Background: an optimization exercise with open tools, aiming at small area and few clock cycles per item. Do not read the settings as production practice. Only simulation tests tie the RTL to the original design; equivalence was not proved. No activity file was given, so power comes from the tool's default toggle rates.

--- flow/design.v ---
`default_nettype none
package desPkg;
  typedef logic [63:0] blockT;
  typedef logic [31:0] halfT;
  typedef logic [27:0] cdT;
  typedef logic [47:0] subkeyT;
  typedef logic [5:0]  sboxInT;
  typedef logic [3:0]  sboxOutT;
  typedef logic [3:0]  roundT;
  typedef logic [31:0] apbDataT;
  typedef enum logic {
    idle,
    run
  } coreStateT;
  localparam int numRounds = 16;
  localparam logic [447:0] ipTable = {
    7'd58, 7'd50, 7'd42, 7'd34, 7'd26, 7'd18, 7'd10, 7'd2,
    7'd60, 7'd52, 7'd44, 7'd36, 7'd28, 7'd20, 7'd12, 7'd4,
    7'd62, 7'd54, 7'd46, 7'd38, 7'd30, 7'd22, 7'd14, 7'd6,
    7'd64, 7'd56, 7'd48, 7'd40, 7'd32, 7'd24, 7'd16, 7'd8,
    7'd57, 7'd49, 7'd41, 7'd33, 7'd25, 7'd17, 7'd9, 7'd1,
    7'd59, 7'd51, 7'd43, 7'd35, 7'd27, 7'd19, 7'd11, 7'd3,
    7'd61, 7'd53, 7'd45, 7'd37, 7'd29, 7'd21, 7'd13, 7'd5,
    7'd63, 7'd55, 7'd47, 7'd39, 7'd31, 7'd23, 7'd15, 7'd7
  };
  localparam logic [447:0] fpTable = {
    7'd40, 7'd8, 7'd48, 7'd16, 7'd56, 7'd24, 7'd64, 7'd32,
    7'd39, 7'd7, 7'd47, 7'd15, 7'd55, 7'd23, 7'd63, 7'd31,
    7'd38, 7'd6, 7'd46, 7'd14, 7'd54, 7'd22, 7'd62, 7'd30,
    7'd37, 7'd5, 7'd45, 7'd13, 7'd53, 7'd21, 7'd61, 7'd29,
    7'd36, 7'd4, 7'd44, 7'd12, 7'd52, 7'd20, 7'd60, 7'd28,
    7'd35, 7'd3, 7'd43, 7'd11, 7'd51, 7'd19, 7'd59, 7'd27,
    7'd34, 7'd2, 7'd42, 7'd10, 7'd50, 7'd18, 7'd58, 7'd26,
    7'd33, 7'd1, 7'd41, 7'd9, 7'd49, 7'd17, 7'd57, 7'd25
  };
  localparam logic [335:0] eTable = {
    7'd32, 7'd1, 7'd2, 7'd3, 7'd4, 7'd5, 7'd4, 7'd5,
    7'd6, 7'd7, 7'd8, 7'd9, 7'd8, 7'd9, 7'd10, 7'd11,
    7'd12, 7'd13, 7'd12, 7'd13, 7'd14, 7'd15, 7'd16, 7'd17,
    7'd16, 7'd17, 7'd18, 7'd19, 7'd20, 7'd21, 7'd20, 7'd21,
    7'd22, 7'd23, 7'd24, 7'd25, 7'd24, 7'd25, 7'd26, 7'd27,
    7'd28, 7'd29, 7'd28, 7'd29, 7'd30, 7'd31, 7'd32, 7'd1
  };
  localparam logic [223:0] pTable = {
    7'd16, 7'd7, 7'd20, 7'd21, 7'd29, 7'd12, 7'd28, 7'd17,
    7'd1, 7'd15, 7'd23, 7'd26, 7'd5, 7'd18, 7'd31, 7'd10,
    7'd2, 7'd8, 7'd24, 7'd14, 7'd32, 7'd27, 7'd3, 7'd9,
    7'd19, 7'd13, 7'd30, 7'd6, 7'd22, 7'd11, 7'd4, 7'd25
  };
  localparam logic [391:0] pc1Table = {
    7'd57, 7'd49, 7'd41, 7'd33, 7'd25, 7'd17, 7'd9, 7'd1,
    7'd58, 7'd50, 7'd42, 7'd34, 7'd26, 7'd18, 7'd10, 7'd2,
    7'd59, 7'd51, 7'd43, 7'd35, 7'd27, 7'd19, 7'd11, 7'd3,
    7'd60, 7'd52, 7'd44, 7'd36, 7'd63, 7'd55, 7'd47, 7'd39,
    7'd31, 7'd23, 7'd15, 7'd7, 7'd62, 7'd54, 7'd46, 7'd38,
    7'd30, 7'd22, 7'd14, 7'd6, 7'd61, 7'd53, 7'd45, 7'd37,
    7'd29, 7'd21, 7'd13, 7'd5, 7'd28, 7'd20, 7'd12, 7'd4
  };
  localparam logic [335:0] pc2Table = {
    7'd14, 7'd17, 7'd11, 7'd24, 7'd1, 7'd5, 7'd3, 7'd28,
    7'd15, 7'd6, 7'd21, 7'd10, 7'd23, 7'd19, 7'd12, 7'd4,
    7'd26, 7'd8, 7'd16, 7'd7, 7'd27, 7'd20, 7'd13, 7'd2,
    7'd41, 7'd52, 7'd31, 7'd37, 7'd47, 7'd55, 7'd30, 7'd40,
    7'd51, 7'd45, 7'd33, 7'd48, 7'd44, 7'd49, 7'd39, 7'd56,
    7'd34, 7'd53, 7'd46, 7'd42, 7'd50, 7'd36, 7'd29, 7'd32
  };
  localparam logic [2047:0] sboxTable = {
    256'hE4D12FB83A6C5907_0F74E2D1A6CB9538_41E8D62BFC973A50_FC8249175B3EA06D,
    256'hF18E6B34972DC05A_3D47F28EC01A69B5_0E7BA4D158C6932F_D8A13F42B67C05E9,
    256'hA09E63F51DC7B428_D70934A6285ECBF1_D6498F30B12C5AE7_1AD069874FE3B52C,
    256'h7DE3069A1285BC4F_D8B56F03472C1AE9_A690CB7DF13E5284_3F06A1D8945BC72E,
    256'h2C417AB6853FD0E9_EB2C47D150FA3986_421BAD78F9C5630E_B8C71E2D6F09A453,
    256'hC1AF92680D34E75B_AF427C9561DE0B38_9EF528C3704A1DB6_432C95FABE17608D,
    256'h4B2EF08D3C975A61_D0B7491AE35C2F86_14BDC37EAF680592_6BD814A7950FE23C,
    256'hD2846FB1A93E50C7_1FD8A374C56B0E92_7B419CE206ADF358_21E74A8DFC90356B
  };
  localparam logic [15:0] shiftOneMask = 16'h8103;
  localparam logic [4:0] regKeyHi    = 5'h00;
  localparam logic [4:0] regKeyLo    = 5'h04;
  localparam logic [4:0] regDataHi   = 5'h08;
  localparam logic [4:0] regDataLo   = 5'h0C;
  localparam logic [4:0] regCtrl     = 5'h10;
  localparam logic [4:0] regStatus   = 5'h14;
  localparam logic [4:0] regResultHi = 5'h18;
  localparam logic [4:0] regResultLo = 5'h1C;
endpackage
`default_nettype wire
`timescale 1ns/1ps
`default_nettype none
module desKeySchedule (
  input  logic           clk,
  input  logic           rst,
  input  logic           load,
  input  logic           advance,
  input  logic           decrypt,
  input  desPkg::blockT  key,
  output desPkg::subkeyT subkey
);
  desPkg::cdT    c;
  desPkg::cdT    d;
  desPkg::cdT    cPc1;
  desPkg::cdT    dPc1;
  desPkg::roundT round;
  logic [55:0]   pc1Out;
  logic [55:0]   cd;
  logic          shiftOne;
  function automatic logic [27:0] rotl(logic [27:0] x, logic one);
    rotl = one ? {x[26:0], x[27]} : {x[25:0], x[27:26]};
  endfunction
  function automatic logic [27:0] rotr(logic [27:0] x, logic one);
    rotr = one ? {x[0], x[27:1]} : {x[1:0], x[27:2]};
  endfunction
  always_comb begin
    for (int i = 0; i < 56; i++) begin
      pc1Out[55 - i] = key[64 - desPkg::pc1Table[7 * (55 - i) +: 7]];
    end
  end
  assign cPc1 = pc1Out[55:28];
  assign dPc1 = pc1Out[27:0];
  assign cd   = {c, d};
  always_comb begin
    for (int i = 0; i < 48; i++) begin
      subkey[47 - i] = cd[56 - desPkg::pc2Table[7 * (47 - i) +: 7]];
    end
  end
  assign shiftOne = decrypt ? desPkg::shiftOneMask[~round]
                            : desPkg::shiftOneMask[round + 1'b1];
  always_ff @(posedge clk) begin
    if (rst) begin
      round <= '0;
    end else if (load) begin
      round <= '0;
    end else if (advance) begin
      round <= round + 1'b1;
    end
  end
  always_ff @(posedge clk) begin
    if (load) begin
      if (decrypt) begin
        c <= cPc1;
        d <= dPc1;
      end else begin
        c <= rotl(cPc1, desPkg::shiftOneMask[0]);
        d <= rotl(dPc1, desPkg::shiftOneMask[0]);
      end
    end else if (advance) begin
      if (decrypt) begin
        c <= rotr(c, shiftOne);
        d <= rotr(d, shiftOne);
      end else begin
        c <= rotl(c, shiftOne);
        d <= rotl(d, shiftOne);
      end
    end
  end
endmodule
`default_nettype wire
`timescale 1ns/1ps
`default_nettype none
module desFeistelRound (
  input  desPkg::halfT   left,
  input  desPkg::halfT   right,
  input  desPkg::subkeyT subkey,
  output desPkg::halfT   newLeft,
  output desPkg::halfT   newRight
);
  desPkg::subkeyT  expanded;
  desPkg::subkeyT  mixed;
  desPkg::halfT    sboxOut;
  desPkg::halfT    permuted;
  desPkg::sboxInT  sIn;
  desPkg::sboxOutT sOut;
  always_comb begin
    for (int i = 0; i < 48; i++) begin
      expanded[47 - i] = right[32 - desPkg::eTable[7 * (47 - i) +: 7]];
    end
  end
  assign mixed = expanded ^ subkey;
  always_comb begin
    int entry;
    sIn = '0;
    sOut = '0;
    for (int b = 0; b < 8; b++) begin
      sIn = mixed[47 - 6 * b -: 6];
      entry = {sIn[5], sIn[0], sIn[4:1]};
      sOut = desPkg::sboxTable[256 * (7 - b) + 255 - 4 * entry -: 4];
      sboxOut[31 - 4 * b -: 4] = sOut;
    end
  end
  always_comb begin
    for (int i = 0; i < 32; i++) begin
      permuted[31 - i] = sboxOut[32 - desPkg::pTable[7 * (31 - i) +: 7]];
    end
  end
  assign newLeft  = right;
  assign newRight = left ^ permuted;
endmodule
`default_nettype wire
`timescale 1ns/1ps
`default_nettype none
module desCore (
  input  logic          clk,
  input  logic          rst,
  input  logic          start,
  input  logic          decrypt,
  input  desPkg::blockT key,
  input  desPkg::blockT dataIn,
  output logic          busy,
  output logic          done,
  output desPkg::blockT dataOut
);
  desPkg::coreStateT state;
  desPkg::roundT     roundCnt;
  logic              lastStep;
  logic              dirReg;
  logic              keyDecrypt;
  logic              advance;
  desPkg::blockT     permIn;
  desPkg::blockT     preOut;
  desPkg::halfT      left;
  desPkg::halfT      right;
  desPkg::halfT      newLeft;
  desPkg::halfT      newRight;
  desPkg::subkeyT    subkey;
  always_comb begin
    for (int i = 0; i < 64; i++) begin
      permIn[63 - i] = dataIn[64 - desPkg::ipTable[7 * (63 - i) +: 7]];
    end
  end
  assign preOut = {right, left};
  always_comb begin
    for (int i = 0; i < 64; i++) begin
      dataOut[63 - i] = preOut[64 - desPkg::fpTable[7 * (63 - i) +: 7]];
    end
  end
  assign busy       = state == desPkg::run;
  assign done       = busy & lastStep;
  assign advance    = busy & ~lastStep;
  assign keyDecrypt = start ? decrypt : dirReg;
  desKeySchedule i_desKeySchedule (
    .clk     (clk),
    .rst     (rst),
    .load    (start),
    .advance (advance),
    .decrypt (keyDecrypt),
    .key     (key),
    .subkey  (subkey)
  );
  desFeistelRound i_desFeistelRound (
    .left     (left),
    .right    (right),
    .subkey   (subkey),
    .newLeft  (newLeft),
    .newRight (newRight)
  );
  always_ff @(posedge clk) begin
    if (rst) begin
      state    <= desPkg::idle;
      roundCnt <= '0;
      lastStep <= 1'b0;
      dirReg   <= 1'b0;
    end else begin
      case (state)
        desPkg::idle: begin
          if (start) begin
            state    <= desPkg::run;
            roundCnt <= '0;
            lastStep <= 1'b0;
            dirReg   <= decrypt;
          end
        end
        default: begin
          if (lastStep) begin
            state    <= desPkg::idle;
            lastStep <= 1'b0;
          end else begin
            roundCnt <= roundCnt + 1'b1;
            lastStep <= roundCnt == desPkg::roundT'(desPkg::numRounds - 1);
          end
        end
      endcase
    end
  end
  always_ff @(posedge clk) begin
    if (start) begin
      {left, right} <= permIn;
    end else if (advance) begin
      left  <= newLeft;
      right <= newRight;
    end
  end
endmodule
`default_nettype wire
`timescale 1ns/1ps
`default_nettype none
module desApbRegs #(
  parameter int addrWidth = 8
) (
  input  logic                 clk,
  input  logic                 rst,
  input  logic                 pSel,
  input  logic                 pEnable,
  input  logic                 pWrite,
  input  logic [addrWidth-1:0] pAddr,
  input  desPkg::apbDataT      pWdata,
  output desPkg::apbDataT      pRdata,
  output logic                 pReady,
  output logic                 pSlverr,
  output logic                 start,
  output logic                 decrypt,
  output desPkg::blockT        key,
  output desPkg::blockT        dataIn,
  input  logic                 busy,
  input  logic                 done,
  input  desPkg::blockT        dataOut
);
  logic            access;
  logic            mapped;
  logic            badAccess;
  logic            wrEn;
  logic [4:0]      offset;
  logic            decryptReg;
  logic            doneFlag;
  desPkg::blockT   keyReg;
  desPkg::blockT   dataReg;
  desPkg::blockT   resultReg;
  desPkg::apbDataT readData;
  assign access = pSel & pEnable;
  assign offset = pAddr[4:0];
  assign mapped = (pAddr >> 5) == '0;
  always_comb begin
    readData  = '0;
    badAccess = 1'b0;
    if (!mapped) begin
      badAccess = 1'b1;
    end else begin
      case (offset)
        desPkg::regKeyHi:  readData = keyReg[63:32];
        desPkg::regKeyLo:  readData = keyReg[31:0];
        desPkg::regDataHi: readData = dataReg[63:32];
        desPkg::regDataLo: readData = dataReg[31:0];
        desPkg::regCtrl: begin
          readData  = {30'd0, decryptReg, 1'b0};
          badAccess = pWrite & pWdata[0] & busy;
        end
        desPkg::regStatus: begin
          readData  = {30'd0, doneFlag, busy};
          badAccess = pWrite;
        end
        desPkg::regResultHi: begin
          readData  = resultReg[63:32];
          badAccess = pWrite;
        end
        desPkg::regResultLo: begin
          readData  = resultReg[31:0];
          badAccess = pWrite;
        end
        default: badAccess = 1'b1;
      endcase
    end
  end
  assign pRdata  = readData;
  assign pReady  = 1'b1;
  assign pSlverr = access & badAccess;
  assign wrEn    = access & pWrite & ~badAccess;
  assign start   = wrEn & (offset == desPkg::regCtrl) & pWdata[0];
  assign decrypt = start ? pWdata[1] : decryptReg;
  assign key     = keyReg;
  assign dataIn  = dataReg;
  always_ff @(posedge clk) begin
    if (rst) begin
      keyReg     <= '0;
      dataReg    <= '0;
      resultReg  <= '0;
      decryptReg <= 1'b0;
      doneFlag   <= 1'b0;
    end else begin
      if (wrEn) begin
        case (offset)
          desPkg::regKeyHi:  keyReg[63:32]  <= pWdata;
          desPkg::regKeyLo:  keyReg[31:0]   <= pWdata;
          desPkg::regDataHi: dataReg[63:32] <= pWdata;
          desPkg::regDataLo: dataReg[31:0]  <= pWdata;
          desPkg::regCtrl:   decryptReg     <= pWdata[1];
          default: ;
        endcase
      end
      if (done) begin
        resultReg <= dataOut;
        doneFlag  <= 1'b1;
      end else if (start) begin
        doneFlag  <= 1'b0;
      end
    end
  end
endmodule
`default_nettype wire
`timescale 1ns/1ps
`default_nettype none
module desApbTop #(
  parameter int addrWidth = 8
) (
  input  logic                 clk,
  input  logic                 rst,
  input  logic                 pSel,
  input  logic                 pEnable,
  input  logic                 pWrite,
  input  logic [addrWidth-1:0] pAddr,
  input  desPkg::apbDataT      pWdata,
  output desPkg::apbDataT      pRdata,
  output logic                 pReady,
  output logic                 pSlverr
);
  logic          start;
  logic          decrypt;
  logic          busy;
  logic          done;
  desPkg::blockT key;
  desPkg::blockT dataIn;
  desPkg::blockT dataOut;
  desApbRegs #(
    .addrWidth (addrWidth)
  ) i_desApbRegs (
    .clk     (clk),
    .rst     (rst),
    .pSel    (pSel),
    .pEnable (pEnable),
    .pWrite  (pWrite),
    .pAddr   (pAddr),
    .pWdata  (pWdata),
    .pRdata  (pRdata),
    .pReady  (pReady),
    .pSlverr (pSlverr),
    .start   (start),
    .decrypt (decrypt),
    .key     (key),
    .dataIn  (dataIn),
    .busy    (busy),
    .done    (done),
    .dataOut (dataOut)
  );
  desCore i_desCore (
    .clk     (clk),
    .rst     (rst),
    .start   (start),
    .decrypt (decrypt),
    .key     (key),
    .dataIn  (dataIn),
    .busy    (busy),
    .done    (done),
    .dataOut (dataOut)
  );
endmodule
`default_nettype wire
--- flow/run.sh ---
#!/bin/bash
# synth_recipe.tcl (not shown) runs the flow's synth.tcl, then flattens the netlist and writes it again
# the make line also repeats each setting of config.mk as NAME=value (left out here)
make -C /OpenROAD-flow-scripts/flow DESIGN_CONFIG=/design/flow/config.mk WORK_HOME=/design/flow/orfs CLKGATE_MAP_FILE= SYNTH_SCRIPT=/design/flow/synth_recipe.tcl finish
--- flow/config.mk ---
export PLATFORM = sky130hd
export DESIGN_NAME = desApbTop
export DESIGN_NICKNAME = desApbTop
export VERILOG_FILES = /design/flow/design.v
export SDC_FILE = /design/flow/constraint.sdc
export NUM_CORES = 4
export LEC_CHECK = 0
export CAP_MARGIN = 20
export CORE_MARGIN = 2
export CORE_UTILIZATION = 40
export SLEW_MARGIN = 20
--- flow/constraint.sdc ---
create_clock -name core_clock -period 10.0 [get_ports {clk}]
set_input_delay 2.0000 -clock core_clock [delete_from_list [all_inputs] [get_ports {clk}]]
set_output_delay 2.0000 -clock core_clock [all_outputs]
set_load 0.01 [all_outputs]
==> load_flow_metrics.sql <==
INSERT INTO impl_metrics (metric_group, metric, value, unit) VALUES
('run_status', 'status', 'timing/DRC/antenna clean', ''),
('routing', 'wl_met1', '42100', 'µm'),
('timing', 'clock_skew', '0.0321', 'ns'),
('logic_synthesis', 'synthArstFlopShare', '0', ''),
('routing', 'met2RoutedLength', '43100', 'µm'),
('cells_and_area', 'n_diodes', '0', ''),
('place', 'place_congestion', '0.973', ''),
('pwr', 'power_frac_seq', '0.487', ''),
('logic_synthesis', 'ys_seq_area_frac', '0.313', ''),
('floorplan', 'placeableCoreArea', '61400', 'µm²'),
('critical_path', 'launching_element_type_of_the_critical_path', 'input port', ''),
('timing', 'worst_pin_slew', '1.16', 'ns'),
('critical_path', 'critical_path.cell_chain', 'clkdlybuf4s50_1 > nor4_2 > buf_4 > nor2b_4 > a222oi_1 > a21oi_1 > clkdlybuf4s50_1', ''),
('logic_synthesis', 'mappedNetlistArea', '24700', 'µm²'),
('routing', 'totalWireLength', '98600', 'µm'),
('floorplan', 'floorplan.rows', '91', ''),
('cells_and_area', 'layout-area-overhead-vs-synth', '10.1', '%'),
('routing', 'detailroute.via_count', '26491', ''),
('clock_network', 'cts.clk_slew.worst_paths', '0.05', 'ns'),
('place', 'pre_cts_ws', '2.39', 'ns'),
('timing', 'setup_repair_after_global_routing_missed_its_margin', 'no', ''),
('critical_path', 'arrival', '5.89', 'ns'),
('place', 'io_buffer_count', '77', ''),
('cells_and_area', 'layout-drive-gt1-share', '0.0597', ''),
('clock_network', 'holdBufCountCts', '0', ''),
('global_route', 'track_usage', '0.298', ''),
('logic_synthesis', 'synth_cell_types', '86', ''),
('logic_synthesis', 'net_count_of_the_mapped_netlist', '3427', ''),
('pwr', 'static-leakage-power', '9.07', 'nW'),
('routing', 'maxUsedRoutingLayer', 'met5', ''),
('logic_synthesis', 'synth_top_flop_cell', 'dfxtp_1', ''),
('timing', 'finalCritPeriodShare', '0.789', ''),
('pwr', 'vdd_ir_drop_max', '0.110', 'mV'),
('place', 'detailedPlacementHpwl', '68600', 'µm'),
('global_route', 'grt_max_degree', '115', ''),
('pwr', 'pwr-share-comb', '0.032', ''),
('timing', 'slew_violations', '0', ''),
('timing', 'timing.fmax', '127', 'MHz'),
('critical_path', 'critical_path.slowest_cell', 'nor2b_4', ''),
('min_path', 'holdCritPathClass', 'flop to flop', ''),
('logic_synthesis', 'syn-mean-instance-area', '7.46', 'µm²'),
('clock_network', 'cts_root_buf', 'clkbuf_16', ''),
('clock_network', 'worst_skew_pair.late_latency', '0.55', 'ns'),
('timing', 'rel_slew_slack', '0.226', ''),
('floorplan', 'die_area', '63600', 'µm²'),
('routing', 'count_of_antenna_violating_nets_left_after_detailed_routing', '0', ''),
('clock_network', 'post_cts_resized', '0', ''),
('pwr', 'power_frac_clock', '0.481', ''),
('critical_path', 'cpMostUsedCell', 'clkdlybuf4s50_1', ''),
('routing', 'drtIter0Drc', '3540', ''),
('clock_network', 'cts_made_buffers', '36', ''),
('logic_synthesis', 'synth.largest_area_cell', 'dfxtp_1', ''),
('timing', 'layout_min_cycle_time', '7.89', 'ns'),
('cells_and_area', 'finalNetCount', '3342', ''),
('timing', 'setup_ws', '2.11', 'ns'),
('global_route', 'grt_pass1_wl', '149000', 'µm'),
('floorplan', 'die_width', '252', 'µm'),
('critical_path', 'cp_data_required_time', '8.00', 'ns'),
('clock_network', 'clock_path_buffers', '3', ''),
('pwr', 'cellInternalPower', '2.17', 'mW'),
('place', 'placed_cells_incl_taps', '3974', ''),
('critical_path', 'path_max_fanout', '34', ''),
('timing', 'setup_total_negative_slack', '0', 'ns'),
('pwr', 'power_switching', '0.626', 'mW'),
('pwr', 'power.share.switching', '0.224', ''),
('timing', 'report.final.hold_viol_count', '0', ''),
('critical_path', 'critical-path-max-stage-delay', '1.03', 'ns'),
('critical_path', 'crit_type', 'input port to output pin', ''),
('clock_network', 'postCtsSetupBuffers', '0', ''),
('global_route', 'grt-ovfl-total', '0', ''),
('routing', 'avgViaCountPerCell', '6.56', '');
==> critical path, delay by kind of cell <==
family                 cells  cell delay (ns)
buffers and inverters      3             1.72
AND/OR/NAND/NOR            2             1.43
AO/OA/AOI/OAI              2             0.68
==> state kept, by name, summed over array words and instances (netlist names) <==
name / flops
i_desCore.dirReg: 1
i_desCore.roundCnt: 4
i_desCore.i_desKeySchedule.c: 28
i_desCore.right: 32
i_desApbRegs.dataReg: 64
i_desCore.left: 32
i_desCore.i_desKeySchedule.d: 28
i_desCore.lastStep: 1
i_desApbRegs.decryptReg: 1
i_desCore.i_desKeySchedule.round: 4
i_desApbRegs.keyReg: 64
i_desApbRegs.doneFlag: 1
i_desCore.state: 1
i_desApbRegs.resultReg: 64
==> final cells by class <==
| class | count | area, µm² |
|---|---|---|
| fillers | 6165 | 34200 |
| multi-input cells | 2653 | 15800 |
| flip-flops and latches | 325 | 7710 |
| repair buffers | 146 | 1290 |
| clock buffers | 51 | 1040 |
| well taps | 790 | 988 |
| inverters | 60 | 228 |
| clock inverters | 15 | 131 |
==> power by group through the flow <==
stage          logic [mW]  clock network [mW]  registers, mW
2_1_floorplan      0.0430                   0           1.39
3_3_place_gp       0.0855                   0           1.39
3_5_place_dp       0.0863                   0           1.39
4_1_cts            0.0865                1.35           1.36
5_1_grt            0.0916                1.42           1.36
6_report           0.0896                1.34           1.36
==> synth_stat cells, drive strengths merged (30+ instances only) <==
library cell and instances:
xnor2 62, nor3 62, o211ai 47, nand2 833
a222oi 33, a32o 57, nor2 160, mux2i 96
a211oi 40, o21ai 175, a21oi 402, ha 75
dfxtp 205, nand4 32, edfxtp 120, a31oi 96
nand3 76, clkbuf 239, inv 54, xor2 69
buf 30
==> per-stage QoR <==
step                      utilization  area [µm²]  power [mW]  hold WS [ns]
after floorplan                     -       24700        1.43         0.431
after global placement          0.423       25900        1.48         0.438
after detailed placement        0.423       26000        1.48         0.446
after CTS                       0.442       27100        2.80         0.454
after global routing            0.442       27100        2.87         0.475
final                           0.442       27100        2.80         0.452
==> cell usage in the layout, fill, tap and decap left out, drive strengths merged, types with 56 or more instances in the layout <==
master,synthesis,layout
nand2,833,833
a21oi,402,402
dfxtp,205,205
o21ai,175,175
nor2,160,160
edfxtp,120,120
a31oi,96,96
mux2i,96,96
nand3,76,76
ha,75,75
clkdlybuf4s50,0,73
buf,30,73
xor2,69,69
nor3,62,62
xnor2,62,62
a32o,57,57
inv,54,56
==> routing by layer <==
layer / GRT usage / vias to the layer above
li1: - / 11940
met1: 0.421 / 12780
met2: 0.461 / 1561
met3: 0.0480 / 208
met4: 0.102 / 2
met5: 0 / -
==> logic make-up (layout without fill, tap and decap cells) <==
family / after synthesis / after routing / share of synthesized area
AOI/OAI and AO/OA: 1063 / 1063 / 0.278
xor gates and xnor gates: 133 / 133 / 0.0490
adders and majority gates: 76 / 76 / 0.0385
buffers and inverters: 329 / 272 / 0.0524
DFF: 325 / 325 / 0.313
muxes: 119 / 119 / 0.0559
other: 1 / 1 / 0.000152
and+or+nand+nor: 1261 / 1261 / 0.214
==> final timing paths <==
kind,start,to,cells after the start
worst min register to register,i_desApbRegs.decryptReg,i_desApbRegs.decryptReg,2
worst max-delay path,pAddr[2],pRdata[10],7
worst max register to register,i_desCore.right[1],i_desCore.right[27],12
worst min-delay path,i_desApbRegs.decryptReg,i_desApbRegs.decryptReg,2
Testbench counts, summed over its fixed seeds: cycles 8,192, ops 256.

## port drivers added, routing unchanged
The results above use ideal ports. As a check the final layout listed here was re-extracted and re-timed, cells and wires unchanged. Step 1, drivers: a clkbuf_16 drives clk and a buf_2 each remaining input, both assumed. Step 2 times the ports against the registers' clock, not the clock port: input delays grow and output delays shrink by t, the midpoint of the rising clock arrivals with the driver on. Three values: ideal ports, drivers, drivers and shift; two values: the first two.
t (ns): 0.591
setup WS [ns]: 2.109 / 2.038 / 2.038
hold WS [ns]: 0.452 / 0.452 / 0.452
slew at the worst register clock pin (ns): 0.07 / 0.07
After both steps this run still meets setup and hold. The setup slack of this run moves by -0.071 ns with the drivers and by -0.071 ns with both steps.
